From an optimization exercise on the open Yosys and OpenROAD flow, aimed at small area, a short achievable clock period and few clock cycles per item; shortcuts taken in it are not production practice.
At most, simulation tests tie the RTL to the original design; equivalence was not proved.
For runs 5 and 6, only the layout was checked, not whether the RTL still works.

===== config.mk =====
export PLATFORM = sky130hd
export DESIGN_NAME = skinny_core
export DESIGN_NICKNAME = skinny_core
export VERILOG_FILES = /design/flow/design.v
export SDC_FILE = /design/flow/constraint.sdc
export NUM_CORES = 4
export LEC_CHECK = 0
export ABC_AREA = 1
export CAP_MARGIN = 20
export CORE_MARGIN = 2
export CORE_UTILIZATION = 55
export CTS_BUF_LIST = sky130_fd_sc_hd__clkbuf_16
export CTS_CLUSTER_DIAMETER = 100
export CTS_CLUSTER_SIZE = 24
export SETUP_SLACK_MARGIN = 2.0
export SLEW_MARGIN = 20

===== constraint.sdc =====
create_clock -name core_clock -period 4.5 [get_ports {clk}]
set_input_delay 0.9000 -clock core_clock [delete_from_list [all_inputs] [get_ports {clk}]]
set_output_delay 0.9000 -clock core_clock [all_outputs]
set_load 0.01 [all_outputs]

===== design.v =====
`default_nettype none
package skinny_data_pkg;
   typedef logic [127:0] block_t;
   typedef logic [7:0]   cell_t;
   typedef logic [5:0]   rc_t;
endpackage
`default_nettype wire
`default_nettype none
package skinny_ctrl_pkg;
   localparam int UNROLL = 1;
   localparam int CYCLES = 40 / 1;
endpackage
`default_nettype wire
`default_nettype none
module skinny_round_ctrl (
   input  wire logic clk,
   input  wire logic rst,
   input  wire logic start,
   input  wire logic last_round,
   output logic      busy,
   output logic      done,
   output logic      run,
   output logic      idle,
   output logic      pol
);
   logic go;
   assign go = busy || (!done && start);
   always_ff @(posedge clk) begin
      if (rst) begin
         busy <= 1'b0;
         done <= 1'b0;
         run  <= 1'b0;
         idle <= 1'b1;
      end else begin
         busy <= busy ? !last_round : (!done && start);
         done <= busy && last_round;
         run  <= go;
         idle <= !go;
      end
   end
   always_ff @(posedge clk) begin
      pol <= idle || !pol;
   end
endmodule
`default_nettype wire
`default_nettype none
module skinny_round_counter (
   input  wire logic                     clk,
   input  wire logic                     run,
   input  wire logic                     idle,
   output logic [6*1-1:0]   rcs,
   output logic                          last_round
);
   localparam int U = 1;
   function automatic logic [5:0] rc_step(input logic [5:0] rc);
      rc_step = {rc[4:0], rc[5] ^ rc[4] ^ 1'b1};
   endfunction
   function automatic logic [5:0] rc_after(input int n);
      logic [5:0] r;
      r = '0;
      for (int i = 0; i < n; i++) r = rc_step(r);
      rc_after = r;
   endfunction
   localparam logic [5:0] LAST_RC = rc_after(40 - U);
   logic [5:0] lfsr;
   logic [5:0] chain [U+1];
   always_comb begin
      chain[0] = lfsr;
      for (int j = 0; j < U; j++) begin
         chain[j+1]    = rc_step(chain[j]);
         rcs[6*j +: 6] = chain[j+1];
      end
   end
   assign last_round = (lfsr == LAST_RC);
   always_ff @(posedge clk) begin
      lfsr <= chain[U] & {6{run}} & {6{!idle}};
   end
endmodule
`default_nettype wire
`default_nettype none
module skinny_sbox_layer (
   input  wire logic [127:0] state_in,
   output logic [127:0]      state_out
);
   function automatic logic cfn(input logic x, input logic y, input logic z);
      cfn = ~(x | y) ^ z;
   endfunction
   function automatic logic [7:0] sbox8(input logic [7:0] si);
      logic [7:0] a;
      a[0] = cfn(si[7], si[6], si[4]);
      a[1] = cfn(si[3], si[2], si[0]);
      a[2] = cfn(si[2], si[1], si[6]);
      a[3] = cfn(a[0], a[1], si[5]);
      a[4] = cfn(a[1], si[3], si[1]);
      a[5] = cfn(a[2], a[3], si[7]);
      a[6] = cfn(a[3], a[0], si[3]);
      a[7] = cfn(a[4], a[5], si[2]);
      sbox8 = {a[3], a[0], a[1], a[6], a[4], a[2], a[5], a[7]};
   endfunction
   for (genvar i = 0; i < 16; i++) begin : g_cell
      assign state_out[i*8 +: 8] = sbox8(state_in[i*8 +: 8]);
   end
endmodule
`default_nettype wire
`default_nettype none
module skinny_round_datapath (
   input  wire logic [127:0] state_in,
   input  wire logic [63:0]  rtk,
   input  wire logic [5:0]   rc,
   output logic [127:0]      state_out
);
   logic [127:0] sb, atk, shr;
   logic [63:0]  tk_x;
   skinny_sbox_layer u_sbox (
      .state_in  (state_in),
      .state_out (sb)
   );
   assign tk_x = rtk;
   assign atk = sb ^ {tk_x, 64'h0} ^
                {4'h0, rc[3:0], 24'h0, 6'h0, rc[5:4], 24'h0, 8'h02, 56'h0};
   assign shr[127:96] = atk[127:96];
   assign shr[95:64]  = {atk[71:64], atk[95:72]};
   assign shr[63:32]  = {atk[47:32], atk[63:48]};
   assign shr[31:0]   = {atk[23:0], atk[31:24]};
   assign state_out[127:96] = shr[127:96] ^ shr[63:32] ^ shr[31:0];
   assign state_out[95:64]  = shr[127:96];
   assign state_out[63:32]  = shr[95:64] ^ shr[63:32];
   assign state_out[31:0]   = shr[127:96] ^ shr[63:32];
endmodule
`default_nettype wire
`default_nettype none
module skinny_tweakey_schedule (
   input  wire logic                       pol,
   input  wire logic [127:0]               tk1_q,
   input  wire logic [127:0]               tk2_q,
   input  wire logic [127:0]               tk3_q,
   output logic [64*1-1:0]    rtk,      
   output logic [127:0]                    tk1_nxt,  
   output logic [127:0]                    tk2_nxt,  
   output logic [127:0]                    tk3_nxt
);
   localparam int U = 1;
   localparam logic [63:0] PERM = 64'h9F8DAECB01234567;
   function automatic logic [127:0] permute(input logic [127:0] ki);
      logic [127:0] ko;
      for (int p = 0; p < 16; p++) begin
         ko[127-p*8 -: 8] = ki[127-int'(PERM[63-p*4 -: 4])*8 -: 8];
      end
      permute = ko;
   endfunction
   function automatic logic [127:0] step2(input logic [127:0] x, input logic fix);
      logic [127:0] p;
      p = permute(x);
      step2 = p;
      for (int c = 0; c < 8; c++) begin
         step2[127-c*8 -: 8] = {p[126-c*8 -: 7], p[127-c*8] ^ p[125-c*8] ^ fix};
      end
   endfunction
   function automatic logic [127:0] step3(input logic [127:0] x);
      logic [127:0] p;
      p = permute(x);
      step3 = p;
      for (int c = 0; c < 8; c++) begin
         step3[127-c*8 -: 8] = {p[120-c*8] ^ p[126-c*8], p[127-c*8 -: 7]};
      end
   endfunction
   logic [127:0] t1 [U+1];
   logic [127:0] t2 [U+1];
   logic [127:0] t3 [U+1];
   always_comb begin
      t1[0] = tk1_q;
      t2[0] = tk2_q;
      t3[0] = tk3_q;
      for (int j = 0; j < U; j++) begin
         rtk[64*j +: 64] = t1[j][127:64] ^ t2[j][127:64] ^ t3[j][127:64];
         t1[j+1] = permute(t1[j]);
         t2[j+1] = step2(t2[j], pol);
         t3[j+1] = step3(t3[j]);
      end
   end
   assign tk1_nxt = t1[U];
   assign tk2_nxt = t2[U];
   assign tk3_nxt = t3[U];
endmodule
`default_nettype wire
`timescale 1ns/10ps
`default_nettype none
module skinny_core (
   input  wire logic                     clk,
   input  wire logic                     rst,
   input  wire logic                     start,
   input  wire skinny_data_pkg::block_t  plaintext,
   input  wire logic [383:0]             tweakey,
   output logic                          busy,
   output logic                          done,
   output skinny_data_pkg::block_t       ciphertext
);
   localparam int U = 1;
   logic                last_round;
   logic                run, idle, pol;
   logic [6*U-1:0]      rcs;
   logic [64*U-1:0]     rtk;
   logic [127:0]        state_q, tk1_q, tk2_q, tk3_q;
   logic [127:0]        tk1_nxt, tk2_nxt, tk3_nxt;
   logic [127:0]        st [U+1];
   skinny_round_ctrl u_ctrl (
      .clk        (clk),
      .rst        (rst),
      .start      (start),
      .last_round (last_round),
      .busy       (busy),
      .done       (done),
      .run        (run),
      .idle       (idle),
      .pol        (pol)
   );
   skinny_round_counter u_counter (
      .clk        (clk),
      .run        (run),
      .idle       (idle),
      .rcs        (rcs),
      .last_round (last_round)
   );
   skinny_tweakey_schedule u_sched (
      .pol     (pol),
      .tk1_q   (tk1_q),
      .tk2_q   (tk2_q),
      .tk3_q   (tk3_q),
      .rtk     (rtk),
      .tk1_nxt (tk1_nxt),
      .tk2_nxt (tk2_nxt),
      .tk3_nxt (tk3_nxt)
   );
   assign st[0] = state_q;
   for (genvar j = 0; j < U; j++) begin : g_round
      skinny_round_datapath u_round (
         .state_in  (st[j]),
         .rtk       (rtk[64*j +: 64]),
         .rc        (rcs[6*j +: 6]),
         .state_out (st[j+1])
      );
   end
   always_ff @(posedge clk) begin
      state_q <= (st[U]   & {128{run}}) | (plaintext        & {128{idle}});
      tk3_q   <= (tk3_nxt & {128{run}}) | (tweakey[127:0]   & {128{idle}});
      tk1_q   <= ~((tk1_nxt | {128{idle}}) & (tweakey[383:256] | {128{run}}));
      tk2_q   <= ~((tk2_nxt | {128{idle}}) & (tweakey[255:128] | {128{run}}));
   end
   assign ciphertext = state_q;
endmodule
`default_nettype wire

===== flow/run.sh =====
#!/bin/bash
set -euo pipefail
bash standard.sh "BUFFER_PORTS_ARGS=-buffer_cell sky130_fd_sc_hd__buf_1" finish > standard_flow.log 2>&1

===== standard.sh =====
#!/bin/bash
# synth_recipe.tcl (not shown) runs the flow's synth.tcl, then flattens the netlist and writes it again
# the make line also repeats each setting of config.mk as NAME=value (left out here)
make -C /OpenROAD-flow-scripts/flow DESIGN_CONFIG=/design/flow/config.mk WORK_HOME=/design/flow/orfs CLKGATE_MAP_FILE= SYNTH_SCRIPT=/design/flow/synth_recipe.tcl "${@:-finish}"

==> summary.txt, run 1 <==
status=complete, no violations; # setup viols final=0; vias in the first global route=18200; slew at the pin with the worst max-slew slack=1.07 ns; nature of the critical path endpoint=register; Worst Setup Start Kind=register; arithmetic-cell share of the synthesized area counting full adders, half adders and majority gates=less than 1%; Worst Path Required=5.03 ns; met3 wire length=8850 um; HPWL after detailed placement=69800 um; mean instance size in the synthesized netlist=8.87 um2; share of post-route cells with drive strength above 1=roughly 4.4%; post-synthesis cell count=roughly 2300; hold violation total from the final report=0; count of nets after finishing=3428; Highest Clock Rate=between 0.4 and 0.5 GHz; DIE AREA=39400 um2; count of H-tree levels built during CTS=1; die extent in y=198 um; remaining max-slew budget at the tightest pin=between 20% and 30%; main combinational cell family by area after synthesis=simple AND/OR/NAND/NOR gates; RSZ-0062 raised after global routing=true; vias after detailed routing=19700; drt pass-1 iters=6; sequential cell area fraction in the yosys report=50.4%; Critical Path Fanout Max=4; Vias per Instance=5.70; routed length on met2=39700 um; total nets after synthesis=2860; Initial Utilization=a little under three fifths; share of the synthesized netlist area taken by xor and xnor gates=13.6%; utilization after layout=between 60% and 70%; source-to-sink clock delay at the later pin of the worst-skew pair=0.60 ns; number of inserted filler cells in the final layout=between 3000 and 4000; time the final worst path needs with I/O delays and setup=2.40 ns; fraction of registers with async set/reset=0%; number of enable flip-flop cells after synthesis=0; Overall Global Routing Usage=42.0%; FP Rows=a little over 70; Iteration-0 DRC Markers=around 1800; Yosys warning count=11; uppermost routed layer=met5; CTS tree=done; met1 layer wirelength in the final routing=between 30000 and 40000 um; leading register cell type out of synthesis=sky130_fd_sc_hd__dfxtp_1; post-synthesis instance area=20800 um2; leading cell type in the layout, fill and taps excluded=sky130_fd_sc_hd__buf_1; width of the die=198 um; routed wire length per instance=about 25 um; pin count of the biggest net entering global routing=214; area of the placeable core=approximately 37000 um2; number of unique standard cell types used by synthesis=33; critical path start-end classification=reg2reg; CTS clk-pin slew, worst paths=0.10 ns; final weighted congestion in routability-driven placement=1.03; number of design rule violations left after detail routing=0; number of ports placed on the die boundary=645; Max Cap Viol=0; setup skew after layout=0.0170 ns; total of buffers placed on input and output ports=644; post-placement setup slack=1.90 ns; worst reg-to-reg path cell count=13; layout overhead on the synthesized area=17.2%; setup TNS after final layout=0 ns; Worst Hold Class=reg2reg; mux contribution to synthesized area=0%; clock tree root driver cell=sky130_fd_sc_hd__clkbuf_16; crit path setup slack, layout=2.10 ns; overall overflow remaining after global route=0; basic-gate share of the synthesized area counting and, or, nand and nor cells=16.1%; worst-case clock buffer depth=3; post-route fraction of the period consumed by the critical path=53.3%; Min-Delay Path Depth=1; Post-CTS Hold Fix Bufs=0; detailed-route wire length=86100 um; first-pass GRT wire length=118000 um; WP data arrival=2.93 ns; number of CTS-inserted buffers=26; remaining antenna violation count after routing=0; count of final max-slew check failures=0; area fraction in compound gates after synthesis=15.6%; most frequent cells in the layout=644 x sky130_fd_sc_hd__buf_1, 516 x sky130_fd_sc_hd__dfxtp_1, 501 x sky130_fd_sc_hd__nand2_1; antenna violations before repair=20; Synth Register Bits=around 520; total number of clock tree sinks=523
kinds of logic after synthesis:
kind of cell,after synthesis
DFF,523
adders and majority gates,1
buffers and inverters,240
and+or+nand+nor,779
xor gates and xnor gates,309
AOI/OAI and AO/OA,492
layer usage:
metal | track usage, % | vias up
li1 | - | 9063
met1 | 52.1 | 9253
met2 | 68.4 | 1127
met3 | 10.1 | 232
met4 | 21.0 | 2
met5 | 0 | -
worst paths after layout:
check	from	to	slack [ns]
max	state_q[66]	state_q[57]	2.10
min reg2reg	tk1_q[31]	tk1_q[79]	0.39
max reg2reg	state_q[66]	state_q[57]	2.10
min	tk1_q[31]	tk1_q[79]	0.39
registers in the layout (all words and copies together), names as in the netlist:
signal	flops
u_ctrl.done	1
u_ctrl.pol	1
u_ctrl.busy	1
tk3_q	128
state_q	128
tk1_q	128
u_ctrl.idle	1
tk2_q	128
u_counter.lfsr	6
u_ctrl.run	1
stage by stage:
stage / instances / cell area, um2 / hold WS (ns)
after floorplan: 2344 / 20800 / 0.388
after global placement: 3395 / 23600 / 0.393
after detailed placement: 3395 / 23600 / 0.394
after CTS: 3428 / 24300 / 0.392
after global routing: 3443 / 24300 / 0.407
final: 3453 / 24400 / 0.395
synth_stat cells, types with 11 or more instances:
| library cell | n | share of area, % |
|---|---|---|
| sky130_fd_sc_hd__o21ai_0 | 100 | 2.4 |
| sky130_fd_sc_hd__nand3b_1 | 11 | 0.40 |
| sky130_fd_sc_hd__o21ai_1 | 11 | 0.26 |
| sky130_fd_sc_hd__xor2_1 | 145 | 6.1 |
| sky130_fd_sc_hd__nand3_1 | 109 | 2.6 |
| sky130_fd_sc_hd__nand2_1 | 501 | 9.0 |
| sky130_fd_sc_hd__xnor2_1 | 155 | 6.5 |
| sky130_fd_sc_hd__a32o_1 | 12 | 0.58 |
| sky130_fd_sc_hd__a21oi_1 | 11 | 0.26 |
| sky130_fd_sc_hd__o22ai_1 | 248 | 7.5 |
| sky130_fd_sc_hd__dfxtp_1 | 523 | 50 |
| sky130_fd_sc_hd__inv_1 | 119 | 2.1 |
| sky130_fd_sc_hd__clkbuf_1 | 107 | 1.9 |
| sky130_fd_sc_hd__nor2_1 | 72 | 1.3 |
| sky130_fd_sc_hd__or2_2 | 28 | 0.84 |
| sky130_fd_sc_hd__nand2_2 | 16 | 0.48 |
| sky130_fd_sc_hd__nand4_1 | 17 | 0.51 |
| sky130_fd_sc_hd__a22o_1 | 100 | 4.2 |
timing repair:
item	4_1_cts	5_1_grt
cloned	0	0
pin swaps	0	0
resized for setup	3	5
setup endpoints to repair	7	6
hold endpoints to repair	0	0
buffers inserted	0	0
worst max-delay path, stage by stage (launching register included):
cell and delay [ns]:
sky130_fd_sc_hd__dfxtp_1 0.58, sky130_fd_sc_hd__nor2_1 0.12, sky130_fd_sc_hd__xnor2_1 0.43, sky130_fd_sc_hd__nand2_1 0.11, sky130_fd_sc_hd__nand2_1 0.08, sky130_fd_sc_hd__nand2_1 0.10
sky130_fd_sc_hd__inv_1 0.11, sky130_fd_sc_hd__nand2_1 0.06, sky130_fd_sc_hd__nand2_1 0.07, sky130_fd_sc_hd__nand2_1 0.14, sky130_fd_sc_hd__or2_1 0.28, sky130_fd_sc_hd__nand3_1 0.08
sky130_fd_sc_hd__nand2_1 0.05, sky130_fd_sc_hd__o21ai_1 0.14
layout make-up:
type	count	area [um2]	share of cell area [%]
sequential	523	10500	43.0
tap	511	639	2.62
clock buffer	26	651	2.67
timing repair buffer	654	2550	10.5
multi-input combinational	1581	9430	38.7
inverter	126	474	1.95
clock inverter	7	76.3	0.313
antenna	25	62.6	0.257
Testbench counts, summed over its fixed seeds: cycles 16,120, items 384.
==> run 2, diff against run 1 <==
--- a/config.mk
+++ b/config.mk
@@ -6,5 +6,4 @@
 export NUM_CORES = 4
 export LEC_CHECK = 0
-export ABC_AREA = 1
 export CAP_MARGIN = 20
 export CORE_MARGIN = 2
@@ -13,4 +12,4 @@
 export CTS_CLUSTER_DIAMETER = 100
 export CTS_CLUSTER_SIZE = 24
-export SETUP_SLACK_MARGIN = 2.0
+export SETUP_SLACK_MARGIN = 2.1
 export SLEW_MARGIN = 20
==> run 2 against run 1 <==
Against the previous run:
- still clean on timing, DRC and antenna
- non-clock buffer count up 29
- flip-flop and latch count unchanged
- cell count down 13%
- clock skew up 0.0033 ns
- sequential share of layout area up 0.74 points
- highest routed layer unchanged
==> summary.txt, run 2 <==
CTS clk-pin slew, worst paths=0.10 ns (about the same); Critical Path Fanout Max=5 (+1); area of the placeable core=35700 um2 (-4.7%); delay of the slowest cell on the worst path=0.37 ns (-0.21 ns); width of the die=195 um (-1.7%); first-pass GRT wire length=112000 um (-5.6%); count of nets after finishing=3018 (-12%); launch point of the worst path=state_q[42]; sequential cell area fraction in the yosys report=52.2% (+1.8 points); clock tree root driver cell=sky130_fd_sc_hd__clkbuf_16; post-synthesis instance area=20100 um2 (-3.5%); Highest Clock Rate=0.401 GHz (-3.7%); final weighted congestion in routability-driven placement=1.03 (-0.12%); source-to-sink clock delay at the later pin of the worst-skew pair=0.59 ns (about the same); Initial Utilization=56.2% (+0.70 points); slew at the pin with the worst max-slew slack=1.35 ns (+0.274 ns); overall overflow remaining after global route=0 (unchanged); met1 layer wirelength in the final routing=31300 um (-4.2%); met3 wire length=7150 um (-19%); post-synthesis cell count=1906 (-19%); footprint of the flip-flops and latches=10500 um2 (+0.42%); detailed-route wire length=81900 um (-4.9%); vias in the first global route=16700 (-8.1%); buffering stage count on the worst path with inverters included=0 (-1); setup skew after layout=0.0204 ns (+0.00334 ns); remaining antenna violation count after routing=0 (unchanged); area occupied by multi-input gates=9450 um2 (+0.17%); nature of the critical path endpoint=register; # setup viols final=0 (unchanged); setup TNS after final layout=0 ns (unchanged); worst-case clock buffer depth=3 (unchanged); CTS tree=done; number of CTS-inserted buffers=25 (-3.8%); fraction of registers with async set/reset=0% (unchanged); total number of clock tree sinks=523 (unchanged); total cell area at the placement stage=22800 um2 (-3.3%); hold path endpoint=tk1_q[78]; hold violation total from the final report=0 (unchanged); startpoint of the lowest-slack hold path=tk1_q[30]; DIE AREA=38000 um2 (-3.4%); Iteration-0 DRC Markers=1574 (-11%); number of unique standard cell types used by synthesis=31 (-6.1%); Overall Global Routing Usage=40.8% (-1.2 points); worst reg-to-reg path cell count=8 (-5); count of final max-slew check failures=0 (unchanged); HPWL after detailed placement=65600 um (-6.0%); final-layout worst hold slack=0.421 ns (+0.0265 ns); Max Cap Viol=0 (unchanged); RSZ-0062 raised after global routing=true; cell type with the highest aggregate area in the netlist=sky130_fd_sc_hd__dfxtp_1; r2r endpoint=state_q[120]; Post-CTS Hold Fix Bufs=0 (unchanged); Yosys top cell area share=52.2% (+1.8 points); number of design rule violations left after detail routing=0 (unchanged); most frequent cells in the layout=644 x sky130_fd_sc_hd__buf_1, 497 x sky130_fd_sc_hd__dfxtp_1, 281 x sky130_fd_sc_hd__xnor2_1; leading cell type in the layout, fill and taps excluded=sky130_fd_sc_hd__buf_1; leading register cell type out of synthesis=sky130_fd_sc_hd__dfxtp_1; origin of the critical flop-to-flop path=state_q[42]; mean instance size in the synthesized netlist=10.5 um2 (+19%); critical path start-end classification=reg2reg; final standard cell area without fillers=24100 um2 (-1.3%); die extent in y=195 um (-1.7%); reg-to-reg slack, setup=2.01 ns (-0.09 ns); number of enable flip-flop cells after synthesis=0 (unchanged); FP Rows=69 (-2.8%); top area cells in the synthesized netlist=sky130_fd_sc_hd__dfxtp_1 52%, sky130_fd_sc_hd__xnor2_1 13%, sky130_fd_sc_hd__a22o_1 8.2%; Worst Setup Start Kind=register; Worst Hold Class=reg2reg; utilization after layout=67.3% (+2.3 points); routed wire length per instance=27.3 um (+9.6%); Yosys warning count=11 (unchanged); pin count of the biggest net entering global routing=255 (+19%); number of inserted filler cells in the final layout=2954 (-12%); number of ports placed on the die boundary=645 (unchanged); Synth Register Bits=523 (unchanged); remaining max-slew budget at the tightest pin=10.2% (-18 points); time the final worst path needs with I/O delays and setup=2.49 ns (+0.0928 ns); share of post-route cells with drive strength above 1=5.51% (+1.2 points); total nets after synthesis=2422 (-15%); WP data arrival=2.98 ns (+0.05 ns); family with the most delay on the worst path=XOR/XNOR gates; total of buffers placed on input and output ports=644 (unchanged); count of H-tree levels built during CTS=1 (unchanged); uppermost routed layer=met5; slowest stage cell on the critical path=sky130_fd_sc_hd__dfxtp_4; drt pass-1 iters=6 (unchanged); most frequent cells after synthesis=523 x sky130_fd_sc_hd__dfxtp_1, 299 x sky130_fd_sc_hd__xnor2_1, 256 x sky130_fd_sc_hd__o22ai_1; Min-Delay Path Depth=1 (unchanged); status=complete, no violations; vias after detailed routing=17800 (-9.3%); routed length on met2=38200 um (-3.8%); count leader, synth=sky130_fd_sc_hd__dfxtp_1; post-route fraction of the period consumed by the critical path=55.4% (+2.1 points); cell chain of the critical path=o21a_1 -> nor4_4 -> mux2i_2 -> mux2i_1 -> xnor2_1 -> xnor3_2 -> xnor3_1 -> a22o_1; antenna violations before repair=29 (+45%); Vias per Instance=5.95 (+4.5%); Worst Path Required=4.99 ns (-0.04 ns); layout overhead on the synthesized area=19.9%
[run 2: cell types whose count changed in the layout (fill, tap and decap cells not counted), sizes merged, moves of 34 or more]
cell	before	now
xnor2	159	299
a22o	100	188
xor2	150	111
or3	0	39
nand3	113	15
nor2	80	34
or2	35	1
nand2	521	112
inv	127	6
[run 2: worst max-delay path by stage]
stage                        end  slack (ns)  cells past startpoint
floorplan            state_q[56]        2.12                      7
global placement    state_q[112]        1.82                      8
detailed placement  state_q[112]        1.80                      8
CTS                 state_q[112]        1.96                      8
global route        state_q[120]        1.94                      8
finish              state_q[120]        2.01                      8
[run 2: layout make-up]
cell class,count,share of cell area (%)
Tap cell,461,2.40
Clock inverter,4,0.146
Antenna cell,31,0.322
Sequential cell,523,43.7
Clock buffer,25,2.60
Timing Repair Buffer,683,11.5
Inverter,3,0.0468
Multi-Input combinational cell,1266,39.3
[run 2: worst register-to-register path, delay by kind of cell, from the launching register on]
kind / cells / cell delay (ns)
xor+xnor: 3 / 0.71
mux: 2 / 0.58
compound gates: 2 / 0.40
flops: 1 / 0.37
simple gates: 1 / 0.34
[run 2: what timing repair did]
| action | 4_1_cts | 5_1_grt |
|---|---|---|
| pin swaps | 16 | 24 |
| setup endpoints to repair | 14 | 19 |
| gates resized for setup | 28 | 45 |
| setup buffers | 13 | 17 |
[run 2: cell families (layout without fill, tap and decap cells)]
kind of cell | Yosys count | count (layout) | share of synthesized area, %
AOI/OAI and AO/OA | 561 | 561 | 19.2
xor gates and xnor gates | 419 | 419 | 18.9
adders and majority gates | 1 | 1 | 0.0623
buffers and inverters | 117 | 715 | 2.19
DFF | 523 | 523 | 52.2
muxes | 15 | 15 | 0.748
other | 0 | 31 | 0
and+or+nand+nor | 270 | 270 | 6.67
[run 2: metrics by stage]
stage | setup WS (ns) | std cells
2_1_floorplan | 2.12 | 1906
3_3_place_gp | 1.82 | 2906
3_5_place_dp | 1.80 | 2906
4_1_cts | 1.96 | 2948
5_1_grt | 1.94 | 2990
6_report | 2.01 | 2996
[run 2: per-layer routing]
metal  vias to the layer above  GRT usage [%]
met5                         -              0
met1                      8547           50.1
met4                         4           24.1
met3                       241           8.62
li1                       8029              -
met2                      1018           66.3
==> run 3, diff against run 2 <==
--- a/config.mk
+++ b/config.mk
@@ -12,4 +12,4 @@
 export CTS_CLUSTER_DIAMETER = 100
 export CTS_CLUSTER_SIZE = 24
-export SETUP_SLACK_MARGIN = 2.1
+export SETUP_SLACK_MARGIN = 2.2
 export SLEW_MARGIN = 20
==> run 3 against run 2 <==
Against the previous run:
- critical endpoint unchanged
- hold slack worse by 0.016 ns
- largest cell class unchanged
==> summary.txt, run 3 <==
sequential cell area fraction in the yosys report=52.2% (unchanged); setup skew after layout=0.0199 ns (-0.000441 ns); vias after detailed routing=18000 (+0.69%); post-synthesis cell count=1906 (unchanged); Highest Clock Rate=0.407 GHz (+1.5%); share of post-route cells with drive strength above 1=7.02% (+1.5 points); Initial Utilization=56.2% (unchanged); count of nets after finishing=3036 (+0.60%); slew at the pin with the worst max-slew slack=1.06 ns (-0.291 ns); CTS tree=done; r2r endpoint=state_q[120]; footprint of the flip-flops and latches=10500 um2 (+0.15%); most numerous cell on the critical path=sky130_fd_sc_hd__mux2i_2; number of inserted filler cells in the final layout=2970 (+0.54%); time the final worst path needs with I/O delays and setup=2.46 ns (-0.0366 ns); utilization after layout=68.1% (+0.76 points); first-pass GRT wire length=112000 um (+0.34%); overall overflow remaining after global route=0 (unchanged); cell type with the highest aggregate area in the netlist=sky130_fd_sc_hd__dfxtp_1; area of the placeable core=35700 um2 (unchanged); hold violation total from the final report=0 (unchanged); slowest stage cell on the critical path=sky130_fd_sc_hd__dfxtp_4; source-to-sink clock delay at the later pin of the worst-skew pair=0.60 ns (about the same); total of buffers placed on input and output ports=644 (unchanged); number of enable flip-flop cells after synthesis=0 (unchanged); width of the die=195 um (unchanged); antenna violations before repair=27 (-6.9%); DIE AREA=38000 um2 (unchanged); total nets after synthesis=2422 (unchanged); FP Rows=69 (unchanged); RSZ-0062 raised after global routing=true; Min-Delay Path Depth=1 (unchanged); count of final max-slew check failures=0 (unchanged); area occupied by multi-input gates=9530 um2 (+0.87%); top area cells in the synthesized netlist=sky130_fd_sc_hd__dfxtp_1 52%, sky130_fd_sc_hd__xnor2_1 13%, sky130_fd_sc_hd__a22o_1 8.2%; number of instances in the placed design=2907 (+0.034%); most frequent cells in the layout=640 x sky130_fd_sc_hd__buf_1, 492 x sky130_fd_sc_hd__dfxtp_1, 278 x sky130_fd_sc_hd__xnor2_1; Post-CTS Hold Fix Bufs=0 (unchanged); nature of the critical path endpoint=register; setup TNS after final layout=0 ns (unchanged); Yosys top cell area share=52.2% (unchanged); Overall Global Routing Usage=40.9% (+0.13 points); Synth Register Bits=523 (unchanged); worst-case clock buffer depth=3 (unchanged); Post-Layout Cell Count=3009 (+0.43%); Worst Hold Class=reg2reg; post-route fraction of the period consumed by the critical path=54.6% (-0.81 points); status=complete, no violations; Vias per Instance=5.97 (+0.25%); launch point of the worst path=state_q[47]; reg-to-reg slack, setup=2.04 ns (+0.04 ns); crit path setup slack, layout=2.04 ns (+0.0366 ns); worst reg-to-reg path cell count=8 (unchanged); vias in the first global route=16700 (+0.084%); fraction of registers with async set/reset=0% (unchanged); Worst Path Required=5.00 ns (about the same); origin of the critical flop-to-flop path=state_q[47]; number of CTS-inserted buffers=25 (unchanged); total number of clock tree sinks=523 (unchanged); Iteration-0 DRC Markers=1641 (+4.3%); count of H-tree levels built during CTS=1 (unchanged); mean instance size in the synthesized netlist=10.5 um2 (unchanged); post-synthesis instance area=20100 um2 (unchanged); die extent in y=195 um (unchanged); cell chain of the critical path=o21a_1 -> nor4_4 -> mux2i_2 -> mux2i_2 -> xnor2_2 -> xnor3_2 -> xnor3_1 -> a22o_1; leading register cell type out of synthesis=sky130_fd_sc_hd__dfxtp_1; post-placement setup slack=1.93 ns (+0.135 ns); WP data arrival=2.96 ns (-0.02 ns); # setup viols final=0 (unchanged); number of design rule violations left after detail routing=0 (unchanged); remaining max-slew budget at the tightest pin=29.5% (+19 points); critical path start-end classification=reg2reg; number of ports placed on the die boundary=645 (unchanged); HPWL after detailed placement=66000 um (+0.65%); CP endpoint=state_q[120]; most frequent cells after synthesis=523 x sky130_fd_sc_hd__dfxtp_1, 299 x sky130_fd_sc_hd__xnor2_1, 256 x sky130_fd_sc_hd__o22ai_1; routed wire length per instance=27.5 um (+0.39%); pin count of the biggest net entering global routing=257 (+0.78%); Critical Path Fanout Max=4 (-1); count leader, synth=sky130_fd_sc_hd__dfxtp_1; final weighted congestion in routability-driven placement=0.989 (-4.1%); Worst Setup Start Kind=register; CTS clk-pin slew, worst paths=0.10 ns (about the same); remaining antenna violation count after routing=0 (unchanged); leading cell type in the layout, fill and taps excluded=sky130_fd_sc_hd__buf_1; drt pass-1 iters=8 (+2); clock tree root driver cell=sky130_fd_sc_hd__clkbuf_16; Max Cap Viol=0 (unchanged); delay of the slowest cell on the worst path=0.37 ns (about the same); detailed-route wire length=82600 um (+0.83%); layout overhead on the synthesized area=21.2%; Yosys warning count=11 (unchanged); number of unique standard cell types used by synthesis=31 (unchanged)
## run 3: cell counts after synthesis
No cell type changed its count.
## run 3: how the worst min path moves through the flow
stage                       to       from
global route         tk2_q[73]  tk2_q[24]
finish               tk2_q[73]  tk2_q[24]
CTS                  tk2_q[73]  tk2_q[24]
detailed placement  tk1_q[126]  tk1_q[54]
global placement    tk2_q[115]   tk2_q[2]
floorplan           tk1_q[100]  tk1_q[20]
## run 3: layout make-up
class | count | share of cell area [%]
Sequential cell | 523 | 43.3
Multi-Input combinational cell | 1266 | 39.2
Timing Repair Buffer | 701 | 12.1
Clock buffer | 25 | 2.57
Tap cell | 461 | 2.37
Antenna cell | 26 | 0.267
Clock inverter | 4 | 0.144
Inverter | 3 | 0.0463
## run 3: worst max-delay path: cells and delay by family, from the launching register on
kind / cells / cell delay (ns)
AND/OR/NAND/NOR: 1 / 0.34
flip-flops: 1 / 0.37
multiplexers: 2 / 0.62
AO/OA/AOI/OAI: 2 / 0.38
XOR/XNOR: 3 / 0.66
## run 3: cell families after synthesis
family,Yosys count,share of synthesized area [%]
buf+inv,117,2.19
compound gates,561,19.2
simple gates,270,6.67
mux,15,0.748
xor+xnor,419,18.9
fa+ha+maj,1,0.0623
flops,523,52.2
## run 3: timing repair
item                       in CTS  in global routing
resized for setup              26                 70
pin swaps                      14                 24
setup endpoints to repair      18                104
buffers inserted               18                 28
## run 3: metrics by stage
stage	cell area, um2	hold slack (ns)
floorplan	20100	0.399
global placement	22800	0.401
detailed placement	22800	0.405
CTS	23700	0.408
global route	24300	0.424
finish	24300	0.405
## run 3: metal layers
| layer | GRT usage (%) | share of wire, % | routed length (um) |
|---|---|---|---|
| met1 | 52.4 | 39 | 32000 |
| met2 | 67.1 | 47 | 39100 |
| met3 | 7.43 | 8.7 | 7230 |
| met4 | 19.6 | 5.2 | 4320 |
| met5 | 0 | 0.050 | 41 |
==> run 4, diff against run 3 <==
--- a/config.mk
+++ b/config.mk
@@ -7,9 +7,9 @@
 export LEC_CHECK = 0
 export CAP_MARGIN = 20
-export CORE_MARGIN = 2
-export CORE_UTILIZATION = 55
+export CORE_AREA = 2.3 2.72 192.7 192.3
 export CTS_BUF_LIST = sky130_fd_sc_hd__clkbuf_16
 export CTS_CLUSTER_DIAMETER = 100
 export CTS_CLUSTER_SIZE = 24
-export SETUP_SLACK_MARGIN = 2.2
+export DIE_AREA = 0 0 195 195
+export SETUP_SLACK_MARGIN = 2.45
 export SLEW_MARGIN = 20
==> run 4 against run 3 <==
Against the previous run:
- still clean
- largest cell class unchanged
- non-clock buffer count is 80 higher
- via count is 3.1% higher
- highest routed layer unchanged
- count of clock-buffer cells in the layout stayed put
- die area hardly changed
- synthesized cell count stayed put
- hold slack better by 0.0012 ns
- flip-flop and latch count stayed put
==> summary.txt, run 4 <==
count of final max-slew check failures=0 (unchanged); HPWL after detailed placement=66000 um (about the same); Iteration-0 DRC Markers=1700 (+3.6%); total of buffers placed on input and output ports=644 (unchanged); share of post-route cells with drive strength above 1=19.9% (+13 points); detailed-route wire length=84800 um (+2.6%); count leader, synth=sky130_fd_sc_hd__dfxtp_1; # setup viols final=0 (unchanged); width of the die=195 um (about the same); Yosys top cell area share=52.2% (unchanged); vias after detailed routing=18500 (+3.1%); top area cells in the synthesized netlist=sky130_fd_sc_hd__dfxtp_1 52%, sky130_fd_sc_hd__xnor2_1 13%, sky130_fd_sc_hd__a22o_1 8.2%; number of design rule violations left after detail routing=0 (unchanged); leading cell type in the layout, fill and taps excluded=sky130_fd_sc_hd__buf_1; post-synthesis cell count=1906 (unchanged); post-route fraction of the period consumed by the critical path=56.5% (+1.9 points); setup TNS after final layout=0 ns (unchanged); count of nets after finishing=3116 (+2.6%); Critical Path Fanout Max=5 (+1); remaining max-slew budget at the tightest pin=44.6% (+15 points); critical path start-end classification=reg2reg; leading register cell type out of synthesis=sky130_fd_sc_hd__dfxtp_1; most frequent cells in the layout=515 x sky130_fd_sc_hd__buf_1, 396 x sky130_fd_sc_hd__dfxtp_1, 259 x sky130_fd_sc_hd__xnor2_1; sequential cell area fraction in the yosys report=52.2% (unchanged); layout overhead on the synthesized area=30.3%; Vias per Instance=5.99 (+0.33%); clock tree root driver cell=sky130_fd_sc_hd__clkbuf_16; count of H-tree levels built during CTS=1 (unchanged); Synth Register Bits=523 (unchanged); fraction of registers with async set/reset=0% (unchanged); nature of the critical path endpoint=register; routed wire length per instance=27.4 um (-0.14%); first-pass GRT wire length=114000 um (+1.8%); number of unique standard cell types used by synthesis=31 (unchanged); most frequent cells after synthesis=523 x sky130_fd_sc_hd__dfxtp_1, 299 x sky130_fd_sc_hd__xnor2_1, 256 x sky130_fd_sc_hd__o22ai_1; number of inserted filler cells in the final layout=2708 (-8.8%); Worst Setup Start Kind=register; final-layout worst hold slack=0.406 ns (+0.00116 ns); Max Cap Viol=0 (unchanged); CTS clk-pin slew, worst paths=0.11 ns (about the same); total number of clock tree sinks=523 (unchanged); remaining antenna violation count after routing=0 (unchanged); mean instance size in the synthesized netlist=10.5 um2 (unchanged); pin count of the biggest net entering global routing=214 (-17%); antenna violations before repair=30 (+11%); setup skew after layout=0.0329 ns (+0.0130 ns); WP data arrival=3.05 ns (+0.09 ns); die extent in y=195 um (about the same); time the final worst path needs with I/O delays and setup=2.54 ns (+0.0872 ns); vias in the first global route=17100 (+2.5%); total nets after synthesis=2422 (unchanged); DIE AREA=38000 um2 (about the same); worst-case clock buffer depth=3 (unchanged); CTS tree=done; status=complete, no violations; slew at the pin with the worst max-slew slack=0.825 ns (-0.232 ns); Overall Global Routing Usage=41.5% (+0.64 points); RSZ-0062 raised after global routing=true; overall overflow remaining after global route=0 (unchanged); drt pass-1 iters=6 (-2); number of ports placed on the die boundary=645 (unchanged); Initial Utilization=56.3% (+0.14 points); cell type with the highest aggregate area in the netlist=sky130_fd_sc_hd__dfxtp_1; Yosys warning count=11 (unchanged); Highest Clock Rate=0.393 GHz (-3.4%); area of the placeable core=35700 um2 (-0.24%); Worst Path Required=5.01 ns (about the same); number of enable flip-flop cells after synthesis=0 (unchanged); final weighted congestion in routability-driven placement=0.992 (+0.30%); Worst Hold Class=reg2reg; FP Rows=69 (unchanged); source-to-sink clock delay at the later pin of the worst-skew pair=0.61 ns (about the same); number of CTS-inserted buffers=25 (unchanged); hold violation total from the final report=0 (unchanged); post-synthesis instance area=20100 um2 (unchanged)
-- run 4: cell counts after synthesis --
No cell type changed its count.
-- run 4: logic make-up after synthesis --
group | count (synthesis) | synth area share (%)
simple gates | 270 | 6.67
mux | 15 | 0.748
compound gates | 561 | 19.2
buf+inv | 117 | 2.19
flops | 523 | 52.2
fa+ha+maj | 1 | 0.0623
xor+xnor | 419 | 18.9
-- run 4: cell type report --
type	count	area, um2	share of cell area, %
diodes	30	75.1	0.287
clock buffers	25	626	2.39
clock inverters	4	35.0	0.134
inverters	3	13.8	0.0526
multi-input cells	1266	9940	38.0
flip-flops and latches	523	10900	41.5
well taps	461	577	2.21
repair buffers	781	4040	15.4
-- run 4: final timing paths --
kind / start / to / slack [ns] / cells past startpoint
hold / removal: tk2_q[51] / tk2_q[124] / 0.41 / 1
setup reg to reg: state_q[46] / state_q[120] / 1.96 / 8
hold reg to reg: tk2_q[51] / tk2_q[124] / 0.41 / 1
setup / recovery: state_q[46] / state_q[120] / 1.96 / 8
-- run 4: per-layer routing --
layer	vias up	track usage (%)	routed length, um
li1	8226	-	-
met1	8999	51.1	31500
met2	1071	68.5	40100
met3	223	9.21	8080
met4	6	21.9	5050
met5	-	0	37
-- run 4: timing repair --
item,4_1_cts,5_1_grt
cloned,0,1
pin swaps,35,48
hold buffers,0,0
gates resized for setup,405,153
endpoints found under the hold margin,0,0
setup endpoints to repair,213,195
buffers inserted,75,51
-- run 4: metrics by stage --
step	instance area, um2	std cells	util [%]	setup WS (ns)
global route	26100	3086	73.3	1.91
floorplan	20100	1906	-	2.16
CTS	25000	3011	70.2	2.01
global placement	22800	2907	64.0	1.99
detailed placement	22800	2907	64.0	1.96
finish	26200	3093	73.3	1.96
-- run 4: critical path, cell delays in order, from the launching register on --
cell and delay, ns:
sky130_fd_sc_hd__dfxtp_2 0.35, sky130_fd_sc_hd__o21a_1 0.23, sky130_fd_sc_hd__nor4_4 0.38, sky130_fd_sc_hd__mux2i_2 0.32, sky130_fd_sc_hd__mux2i_1 0.30, sky130_fd_sc_hd__xnor2_2 0.17
sky130_fd_sc_hd__xnor3_2 0.32, sky130_fd_sc_hd__xnor3_1 0.19, sky130_fd_sc_hd__a22o_1 0.18
==> run 5, diff against run 4 <==
--- a/design.v
+++ b/design.v
@@ -25,4 +25,5 @@
 );
    logic go;
+   logic pol_q;
    assign go = busy || (!done && start);
    always_ff @(posedge clk) begin
@@ -39,6 +40,7 @@
       end
    end
-   always_ff @(posedge clk) begin
-      pol <= idle || !pol;
+   assign pol = pol_q || idle;
+   always_ff @(posedge clk) begin
+      pol_q <= !pol;
    end
 endmodule
@@ -48,5 +50,4 @@
    input  wire logic                     clk,
    input  wire logic                     run,
-   input  wire logic                     idle,
    output logic [6*1-1:0]   rcs,
    output logic                          last_round
@@ -66,5 +67,5 @@
    logic [5:0] chain [U+1];
    always_comb begin
-      chain[0] = lfsr;
+      chain[0] = lfsr & {6{run}};
       for (int j = 0; j < U; j++) begin
          chain[j+1]    = rc_step(chain[j]);
@@ -74,5 +75,5 @@
    assign last_round = (lfsr == LAST_RC);
    always_ff @(posedge clk) begin
-      lfsr <= chain[U] & {6{run}} & {6{!idle}};
+      lfsr <= chain[U];
    end
 endmodule
@@ -131,11 +132,14 @@
 `default_nettype none
 module skinny_tweakey_schedule (
+   input  wire logic                       run,
+   input  wire logic                       idle,
    input  wire logic                       pol,
+   input  wire logic [383:0]               tweakey,
    input  wire logic [127:0]               tk1_q,
    input  wire logic [127:0]               tk2_q,
    input  wire logic [127:0]               tk3_q,
    output logic [64*1-1:0]    rtk,      
-   output logic [127:0]                    tk1_nxt,  
-   output logic [127:0]                    tk2_nxt,  
+   output logic [127:0]                    tk1_nxt,
+   output logic [127:0]                    tk2_nxt,
    output logic [127:0]                    tk3_nxt
 );
@@ -168,8 +172,8 @@
    logic [127:0] t2 [U+1];
    logic [127:0] t3 [U+1];
+   assign t1[0] = ~((tk1_q | {128{idle}}) & (tweakey[383:256] | {128{run}}));
+   assign t2[0] = ~((tk2_q | {128{idle}}) & (tweakey[255:128] | {128{run}}));
+   assign t3[0] = (tk3_q & {128{run}}) | (tweakey[127:0] & {128{idle}});
    always_comb begin
-      t1[0] = tk1_q;
-      t2[0] = tk2_q;
-      t3[0] = tk3_q;
       for (int j = 0; j < U; j++) begin
          rtk[64*j +: 64] = t1[j][127:64] ^ t2[j][127:64] ^ t3[j][127:64];
@@ -218,10 +222,12 @@
       .clk        (clk),
       .run        (run),
-      .idle       (idle),
       .rcs        (rcs),
       .last_round (last_round)
    );
    skinny_tweakey_schedule u_sched (
+      .run     (run),
+      .idle    (idle),
       .pol     (pol),
+      .tweakey (tweakey),
       .tk1_q   (tk1_q),
       .tk2_q   (tk2_q),
@@ -232,5 +238,5 @@
       .tk3_nxt (tk3_nxt)
    );
-   assign st[0] = state_q;
+   assign st[0] = (state_q & {128{run}}) | (plaintext & {128{idle}});
    for (genvar j = 0; j < U; j++) begin : g_round
       skinny_round_datapath u_round (
@@ -242,8 +248,8 @@
    end
    always_ff @(posedge clk) begin
-      state_q <= (st[U]   & {128{run}}) | (plaintext        & {128{idle}});
-      tk3_q   <= (tk3_nxt & {128{run}}) | (tweakey[127:0]   & {128{idle}});
-      tk1_q   <= ~((tk1_nxt | {128{idle}}) & (tweakey[383:256] | {128{run}}));
-      tk2_q   <= ~((tk2_nxt | {128{idle}}) & (tweakey[255:128] | {128{run}}));
+      state_q <= st[U];
+      tk1_q   <= tk1_nxt;
+      tk2_q   <= tk2_nxt;
+      tk3_q   <= tk3_nxt;
    end
    assign ciphertext = state_q;
==> config.mk (replaced) <==
export PLATFORM = sky130hd
export DESIGN_NAME = skinny_core
export DESIGN_NICKNAME = skinny_core
export VERILOG_FILES = /design/flow/design.v
export SDC_FILE = /design/flow/constraint.sdc
export NUM_CORES = 4
export LEC_CHECK = 0
export CAP_MARGIN = 20
export CORE_MARGIN = 2
export CORE_UTILIZATION = 40
export SETUP_SLACK_MARGIN = 2.0
export SLEW_MARGIN = 20
==> run 5 against run 4 <==
Against the previous run:
- still clean
- die area up 42%
- wire length increased by 23%
- sequential share of layout area down 7.0 points
- global-route usage decreased by 6.5 points
- critical path depth grew 2
- area after synthesis up 3.6%
- register-to-register slack lost 0.45 ns
- worst setup slack got worse by 0.45 ns
==> summary.txt, run 5 <==
vias after detailed routing=20200 (+8.8%); number of CTS-inserted buffers=54 (+120%); die extent in y=232 um (+19%); first-pass GRT wire length=134000 um (+17%); most frequent cells after synthesis=523 x sky130_fd_sc_hd__dfxtp_1, 264 x sky130_fd_sc_hd__o22ai_1, 259 x sky130_fd_sc_hd__xnor2_1; number of design rule violations left after detail routing=0 (unchanged); remaining antenna violation count after routing=0 (unchanged); mean instance size in the synthesized netlist=10.7 um2 (+1.8%); Highest Clock Rate=0.334 GHz (-15%); RSZ-0062 raised after global routing=true; setup TNS after final layout=0 ns (unchanged); number of ports placed on the die boundary=645 (unchanged); post-route fraction of the period consumed by the critical path=66.6% (+10 points); hold violation total from the final report=0 (unchanged); reg-to-reg slack, setup=1.50 ns (-0.45 ns); Worst Path Required=4.99 ns (-0.02 ns); total of buffers placed on input and output ports=644 (unchanged); pin count of the biggest net entering global routing=96 (-55%); Initial Utilization=40.5% (-16 points); nature of the critical path endpoint=register; met1 layer wirelength in the final routing=40000 um (+27%); Worst Setup Start Kind=register; FP Rows=83 (+20%); count leader, synth=sky130_fd_sc_hd__dfxtp_1; layout overhead on the synthesized area=46.1%; utilization after layout=59.1% (-14 points); slew at the pin with the worst max-slew slack=0.762 ns (-0.0630 ns); launch point of the worst path=u_ctrl.run; fraction of registers with async set/reset=0% (unchanged); antenna violations before repair=18 (-40%); worst reg-to-reg path cell count=10 (+2); crit path setup slack, layout=1.50 ns (-0.454 ns); area of the placeable core=51400 um2 (+44%); total number of clock tree sinks=523 (unchanged); vias in the first global route=19000 (+11%); status=complete, no violations; critical path start-end classification=reg2reg; routed wire length per instance=30.3 um (+11%); routed length on met2=48800 um (+22%); number of unique standard cell types used by synthesis=45 (+45%); most frequent cells in the layout=644 x sky130_fd_sc_hd__buf_1, 521 x sky130_fd_sc_hd__dfxtp_1, 233 x sky130_fd_sc_hd__o22ai_1; met3 wire length=9690 um (+20%); CTS tree=done; time the final worst path needs with I/O delays and setup=3.00 ns (+0.454 ns); leading register cell type out of synthesis=sky130_fd_sc_hd__dfxtp_1; count of final max-slew check failures=0 (unchanged); share of post-route cells with drive strength above 1=22.5% (+2.6 points); final weighted congestion in routability-driven placement=0.967 (-2.5%); post-synthesis instance area=20800 um2 (+3.6%); number of enable flip-flop cells after synthesis=0 (unchanged); # setup viols final=0 (unchanged); setup skew after layout=0.0229 ns (-0.0101 ns); Post-CTS Hold Fix Bufs=0 (unchanged); CTS clk-pin slew, worst paths=0.06 ns (-0.05 ns); DIE AREA=53800 um2 (+42%); origin of the critical flop-to-flop path=u_ctrl.run; number of inserted filler cells in the final layout=4400 (+62%); WP data arrival=3.48 ns (+0.43 ns); source-to-sink clock delay at the later pin of the worst-skew pair=0.61 ns (about the same); Iteration-0 DRC Markers=1938 (+14%); Overall Global Routing Usage=35.1% (-6.5 points); post-placement setup slack=0.879 ns (-1.09 ns); worst-case clock buffer depth=3 (unchanged); uppermost routed layer=met5; Max Cap Viol=0 (unchanged); top area cells in the synthesized netlist=sky130_fd_sc_hd__dfxtp_1 50%, sky130_fd_sc_hd__xnor2_1 11%, sky130_fd_sc_hd__o22ai_1 7.9%; overall overflow remaining after global route=0 (unchanged); Synth Register Bits=523 (unchanged); sequential cell area fraction in the yosys report=50.3% (-1.8 points); Vias per Instance=5.85 (-2.4%); detailed-route wire length=105000 um (+23%); width of the die=232 um (+19%); total nets after synthesis=2455 (+1.4%); post-synthesis cell count=1940 (+1.8%); count of H-tree levels built during CTS=2 (+1); CP endpoint=state_q[96]; cell type with the highest aggregate area in the netlist=sky130_fd_sc_hd__dfxtp_1; Critical Path Fanout Max=11 (+6); count of nets after finishing=3226 (+3.5%); clock tree root driver cell=sky130_fd_sc_hd__clkbuf_16; HPWL after detailed placement=73800 um (+12%); Yosys top cell area share=50.3% (-1.8 points); r2r endpoint=state_q[96]; Worst Hold Class=reg2reg; leading cell type in the layout, fill and taps excluded=sky130_fd_sc_hd__buf_1; Yosys warning count=11 (unchanged); remaining max-slew budget at the tightest pin=48.8% (+4.2 points); drt pass-1 iters=5 (-1)
run 5: logic make-up (layout without fill, tap and decap cells):
family,Yosys count,in the layout,synth area share [%]
simple gates,184,184,4.55
xor+xnor,388,388,17.4
buf+inv,131,943,3.32
compound gates,700,700,23.7
other cells,0,14,0
mux,14,14,0.692
flops,523,523,50.3
run 5: worst min-delay path by stage:
| stage | from | end | slack [ns] | cells past startpoint |
|---|---|---|---|---|
| floorplan | tk1_q[20] | tk1_q[100] | 0.40 | 1 |
| global placement | tk2_q[17] | tk2_q[98] | 0.40 | 1 |
| detailed placement | tk1_q[18] | tk1_q[98] | 0.41 | 1 |
| CTS | tk1_q[48] | tk1_q[120] | 0.41 | 1 |
| global route | tk1_q[18] | tk1_q[98] | 0.43 | 1 |
| finish | tk1_q[35] | tk1_q[67] | 0.42 | 1 |
run 5: per-layer routing:
| layer | global-route usage [%] | up-vias |
|---|---|---|
| met1 | 43.5 | 9936 |
| met3 | 7.87 | 271 |
| met2 | 58.5 | 1268 |
| li1 | - | 8661 |
| met4 | 15.0 | 18 |
| met5 | 0 | - |
run 5: repair_timing:
action / 4_1_cts / 5_1_grt
resized for setup: 174 / 251
buffers inserted: 58 / 84
gates cloned: 23 / 18
setup endpoints to repair: 125 / 88
pin swaps: 42 / 119
run 5: cell type report:
cell class | count | area, um2 | share of cell area (%)
diodes | 14 | 35.0 | 0.115
clock buffers | 70 | 1480 | 4.88
clock inverters | 27 | 387 | 1.27
inverters | 5 | 18.8 | 0.0618
multi-input cells | 1286 | 11900 | 39.3
flip-flops and latches | 523 | 10500 | 34.5
well taps | 680 | 851 | 2.80
repair buffers | 841 | 5190 | 17.1
run 5: critical path, stage by stage (launching register included):
cell	delay [ns]
sky130_fd_sc_hd__dfxtp_4	0.41
sky130_fd_sc_hd__buf_12	0.16
sky130_fd_sc_hd__buf_16	0.16
sky130_fd_sc_hd__a22o_1	0.24
sky130_fd_sc_hd__or3_4	0.40
sky130_fd_sc_hd__a22oi_2	0.19
sky130_fd_sc_hd__mux2i_2	0.29
sky130_fd_sc_hd__mux2i_1	0.26
sky130_fd_sc_hd__xnor2_1	0.20
sky130_fd_sc_hd__xor2_1	0.30
sky130_fd_sc_hd__xnor3_1	0.26
run 5: per-stage QoR:
step / cell area (um2) / std cells / hold slack (ns)
floorplan: 20900 / 1940 / 0.399
global placement: 23600 / 3152 / 0.404
detailed placement: 23600 / 3152 / 0.406
CTS: 27600 / 3330 / 0.412
global route: 30400 / 3440 / 0.426
finish: 30400 / 3446 / 0.418
==> run 6, diff against run 5 <==
--- a/design.v
+++ b/design.v
@@ -8,6 +8,6 @@
 `default_nettype none
 package skinny_ctrl_pkg;
-   localparam int UNROLL = 1;
-   localparam int CYCLES = 40 / 1;
+   localparam int UNROLL = 2;
+   localparam int CYCLES = 40 / 2;
 endpackage
 `default_nettype wire
@@ -50,8 +50,8 @@
    input  wire logic                     clk,
    input  wire logic                     run,
-   output logic [6*1-1:0]   rcs,
+   output logic [6*2-1:0]   rcs,
    output logic                          last_round
 );
-   localparam int U = 1;
+   localparam int U = 2;
    function automatic logic [5:0] rc_step(input logic [5:0] rc);
       rc_step = {rc[4:0], rc[5] ^ rc[4] ^ 1'b1};
@@ -139,10 +139,10 @@
    input  wire logic [127:0]               tk2_q,
    input  wire logic [127:0]               tk3_q,
-   output logic [64*1-1:0]    rtk,      
+   output logic [64*2-1:0]    rtk,      
    output logic [127:0]                    tk1_nxt,
    output logic [127:0]                    tk2_nxt,
    output logic [127:0]                    tk3_nxt
 );
-   localparam int U = 1;
+   localparam int U = 2;
    localparam logic [63:0] PERM = 64'h9F8DAECB01234567;
    function automatic logic [127:0] permute(input logic [127:0] ki);
@@ -200,5 +200,5 @@
    output skinny_data_pkg::block_t       ciphertext
 );
-   localparam int U = 1;
+   localparam int U = 2;
    logic                last_round;
    logic                run, idle, pol;
--- a/config.mk
+++ b/config.mk
@@ -8,5 +8,5 @@
 export CAP_MARGIN = 20
 export CORE_MARGIN = 2
-export CORE_UTILIZATION = 40
-export SETUP_SLACK_MARGIN = 2.0
+export CORE_UTILIZATION = 55
+export SETUP_SLACK_MARGIN = 0.7
 export SLEW_MARGIN = 20
==> run 6 against run 5 <==
Against the previous run:
- now fails the layout checks on negative setup slack
- sequential share of layout area fell by 9.6 points
- via count is 63% higher
- die area up 3.3%
- wire length up 43%
- worst setup slack worse by 1.5 ns
- count of clock-buffer cells in the layout is 2 higher
- flip-flop and latch count stayed put
- core utilization up 21 points
- cell count rose by 46%
- maximum frequency decreased by 34%
==> summary.txt, run 6 <==
status=complete, but fails checks; reasons for failing layout checks=negative setup slack; number of design rule violations left after detail routing=0 (unchanged); Synth Register Bits=523 (unchanged); Worst Hold Class=in2reg; RSZ-0062 raised after global routing=true; top area cells in the synthesized netlist=sky130_fd_sc_hd__dfxtp_1 35%, sky130_fd_sc_hd__xnor2_1 15%, sky130_fd_sc_hd__xor2_1 6.6%; post-synthesis instance area=29500 um2 (+42%); first-pass GRT wire length=200000 um (+49%); count of H-tree levels built during CTS=2 (unchanged); leading register cell type out of synthesis=sky130_fd_sc_hd__dfxtp_1; critical path start-end classification=reg2reg; # setup viols final=5 (+5); Worst Setup Start Kind=register; Max Cap Viol=0 (unchanged); time the final worst path needs with I/O delays and setup=4.54 ns (+1.54 ns); number of unique standard cell types used by synthesis=97 (+120%); Worst Path Required=5.03 ns (+0.04 ns); number of CTS-inserted buffers=55 (+1.9%); nature of the critical path endpoint=register; Iteration-0 DRC Markers=4245 (+120%); share of post-route cells with drive strength above 1=26.6% (+4.1 points); count of nets after finishing=4817 (+49%); number of ports placed on the die boundary=645 (unchanged); WP data arrival=5.07 ns (+1.59 ns); DIE AREA=55600 um2 (+3.3%); FP Rows=84 (+1.2%); final standard cell area without fillers=42100 um2 (+39%); detailed-route wire length=149000 um (+43%); final-layout worst hold slack=0.453 ns (+0.0351 ns); antenna violations before repair=10 (-8); cell type with the highest aggregate area in the netlist=sky130_fd_sc_hd__dfxtp_1; drt pass-1 iters=6 (+1); total of buffers placed on input and output ports=644 (unchanged); post-route fraction of the period consumed by the critical path=101% (+34 points); leading cell type in the layout, fill and taps excluded=sky130_fd_sc_hd__buf_1; clock tree root driver cell=sky130_fd_sc_hd__clkbuf_16; worst-case clock buffer depth=3 (unchanged); Overall Global Routing Usage=49.3% (+14 points); remaining max-slew budget at the tightest pin=31.7% (-17 points); post-synthesis cell count=3105 (+60%); total nets after synthesis=3620 (+47%); CTS tree=done; Yosys warning count=11 (unchanged); die extent in y=236 um (+1.6%); setup skew after layout=0.0270 ns (+0.00416 ns); most frequent cells in the layout=644 x sky130_fd_sc_hd__buf_1, 544 x sky130_fd_sc_hd__buf_4, 521 x sky130_fd_sc_hd__dfxtp_1; most frequent cells after synthesis=523 x sky130_fd_sc_hd__dfxtp_1, 494 x sky130_fd_sc_hd__xnor2_1, 264 x sky130_fd_sc_hd__o22ai_1; mean instance size in the synthesized netlist=9.51 um2 (-11%); vias after detailed routing=32800 (+63%); Yosys top cell area share=35.4% (-15 points); routed wire length per instance=29.7 um (-2.2%); final weighted congestion in routability-driven placement=1.07 (+11%); slew at the pin with the worst max-slew slack=1.02 ns (+0.263 ns); Min-Delay Path Depth=2 (+1); area of the placeable core=52900 um2 (+2.8%); hold violation total from the final report=0 (unchanged); CTS clk-pin slew, worst paths=0.07 ns (about the same); worst reg-to-reg path cell count=15 (+5); HPWL after detailed placement=114000 um (+54%); overall overflow remaining after global route=0 (unchanged); source-to-sink clock delay at the later pin of the worst-skew pair=0.65 ns (+0.04 ns); vias in the first global route=30700 (+61%); fraction of registers with async set/reset=0% (unchanged); number of enable flip-flop cells after synthesis=0 (unchanged); sequential cell area fraction in the yosys report=35.4% (-15 points); layout overhead on the synthesized area=42.7%; Vias per Instance=6.51 (+11%); Critical Path Fanout Max=16 (+5); Highest Clock Rate=0.220 GHz (-34%); count leader, synth=sky130_fd_sc_hd__dfxtp_1; utilization after layout=79.7% (+21 points); total cell area at the placement stage=36200 um2 (+53%); Initial Utilization=55.9% (+15 points); pin count of the biggest net entering global routing=143 (+49%); width of the die=236 um (+1.6%); count of final max-slew check failures=0 (unchanged); remaining antenna violation count after routing=0 (unchanged); crit path setup slack, layout=-0.0408 ns (-1.54 ns); total number of clock tree sinks=523 (unchanged)
==> run 6: logic make-up after synthesis <==
| group | Yosys count | synth area share (%) |
|---|---|---|
| AOI/OAI and AO/OA | 1052 | 24.4 |
| buffers and inverters | 221 | 4.48 |
| DFF | 523 | 35.4 |
| muxes | 28 | 0.983 |
| and+or+nand+nor | 495 | 8.60 |
| xor gates and xnor gates | 786 | 26.1 |
==> run 6: area by class of cell <==
cell class	instances	area [um2]
sequential	523	10500
clock buffer	72	1520
clock inverter	27	435
inverter	59	226
timing repair buffer	1302	8280
multi-input combinational	2361	20300
fill	3339	10700
antenna	7	17.5
tap	688	861
==> run 6: worst max-delay path: stages, from the launching register on <==
cell and delay [ns]:
sky130_fd_sc_hd__dfxtp_4 0.40, sky130_fd_sc_hd__buf_12 0.17, sky130_fd_sc_hd__buf_6 0.16, sky130_fd_sc_hd__buf_4 0.16, sky130_fd_sc_hd__a22oi_1 0.63, sky130_fd_sc_hd__xor2_1 0.18, sky130_fd_sc_hd__or4b_1 0.56, sky130_fd_sc_hd__o21ai_1 0.10
sky130_fd_sc_hd__xnor3_2 0.51, sky130_fd_sc_hd__xor2_4 0.19, sky130_fd_sc_hd__a2111oi_4 0.39, sky130_fd_sc_hd__xor2_2 0.13, sky130_fd_sc_hd__and3_1 0.19, sky130_fd_sc_hd__or3_4 0.36, sky130_fd_sc_hd__xnor2_4 0.16, sky130_fd_sc_hd__xor2_1 0.14
==> run 6: what timing repair did <==
item                       CTS  global route
setup endpoints to repair  114           116
pin swaps                   55            96
resized for setup          188           267
buffers inserted            66            61
gates cloned                 8             2
hold buffers                 0             0
==> run 6: final timing paths <==
path	from	end	slack, ns
max reg2reg	u_ctrl.run	state_q[120]	-0.04
min reg2reg	tk1_q[3]	tk1_q[51]	0.46
max	u_ctrl.run	state_q[120]	-0.04
min	rst	u_ctrl.done	0.45
==> run 6: per-stage QoR <==
step                setup slack [ns]  instances  TNS (ns)
floorplan                    0.00447       3105         0
global placement              -0.510       4796     -4.82
detailed placement            -0.530       4796     -9.52
CTS                           0.0951       4969         0
global route                  -0.154       5038    -0.767
finish                       -0.0408       5039   -0.0948
==> run 6: per-layer routing <==
layer | GRT usage, % | up-vias | wire, um
met5 | 0 | - | 33
met1 | 56.3 | 15700 | 50200
li1 | - | 13600 | -
met4 | 45.8 | 4 | 18000
met3 | 11.0 | 867 | 16200
met2 | 76.8 | 2685 | 65000

## port drivers added, routing unchanged
No port has a modelled driver above. Below, the same layouts with a new extraction and two added sets of constraints. Step 1 assumes that a clkbuf_16 drives the clock port and a buf_2 every other input. Step 2, shift: input delay + t, output delay - t, t = (earliest + latest rising clock arrival at the registers) / 2. This alone moves slack from input paths to output paths. a / b / c = no drivers / after step 1 / after step 2; a / b = the first two.
run | t, ns | setup WS [ns] | worst hold slack (ns)
run 1 | 0.655 | 2.100 / 2.074 / 2.100 | 0.395 / 0.395 / 0.395
run 2 | 0.641 | 2.007 / 2.007 / 2.007 | 0.421 / 0.421 / 0.421
run 3 | 0.645 | 2.044 / 2.044 / 2.044 | 0.405 / 0.405 / 0.405
run 4 | 0.645 | 1.956 / 1.956 / 1.956 | 0.406 / 0.406 / 0.406
run 5 | 0.653 | 1.503 / 1.503 / 1.119 | 0.418 / 0.418 / 0.418
run 6 | 0.707 | -0.041 / -0.041 / -0.568 | 0.453 / 0.414 / 0.456
For run 6, which loses most, drivers alone change the setup slack by 0.000 ns; drivers and shift together by -0.527 ns.
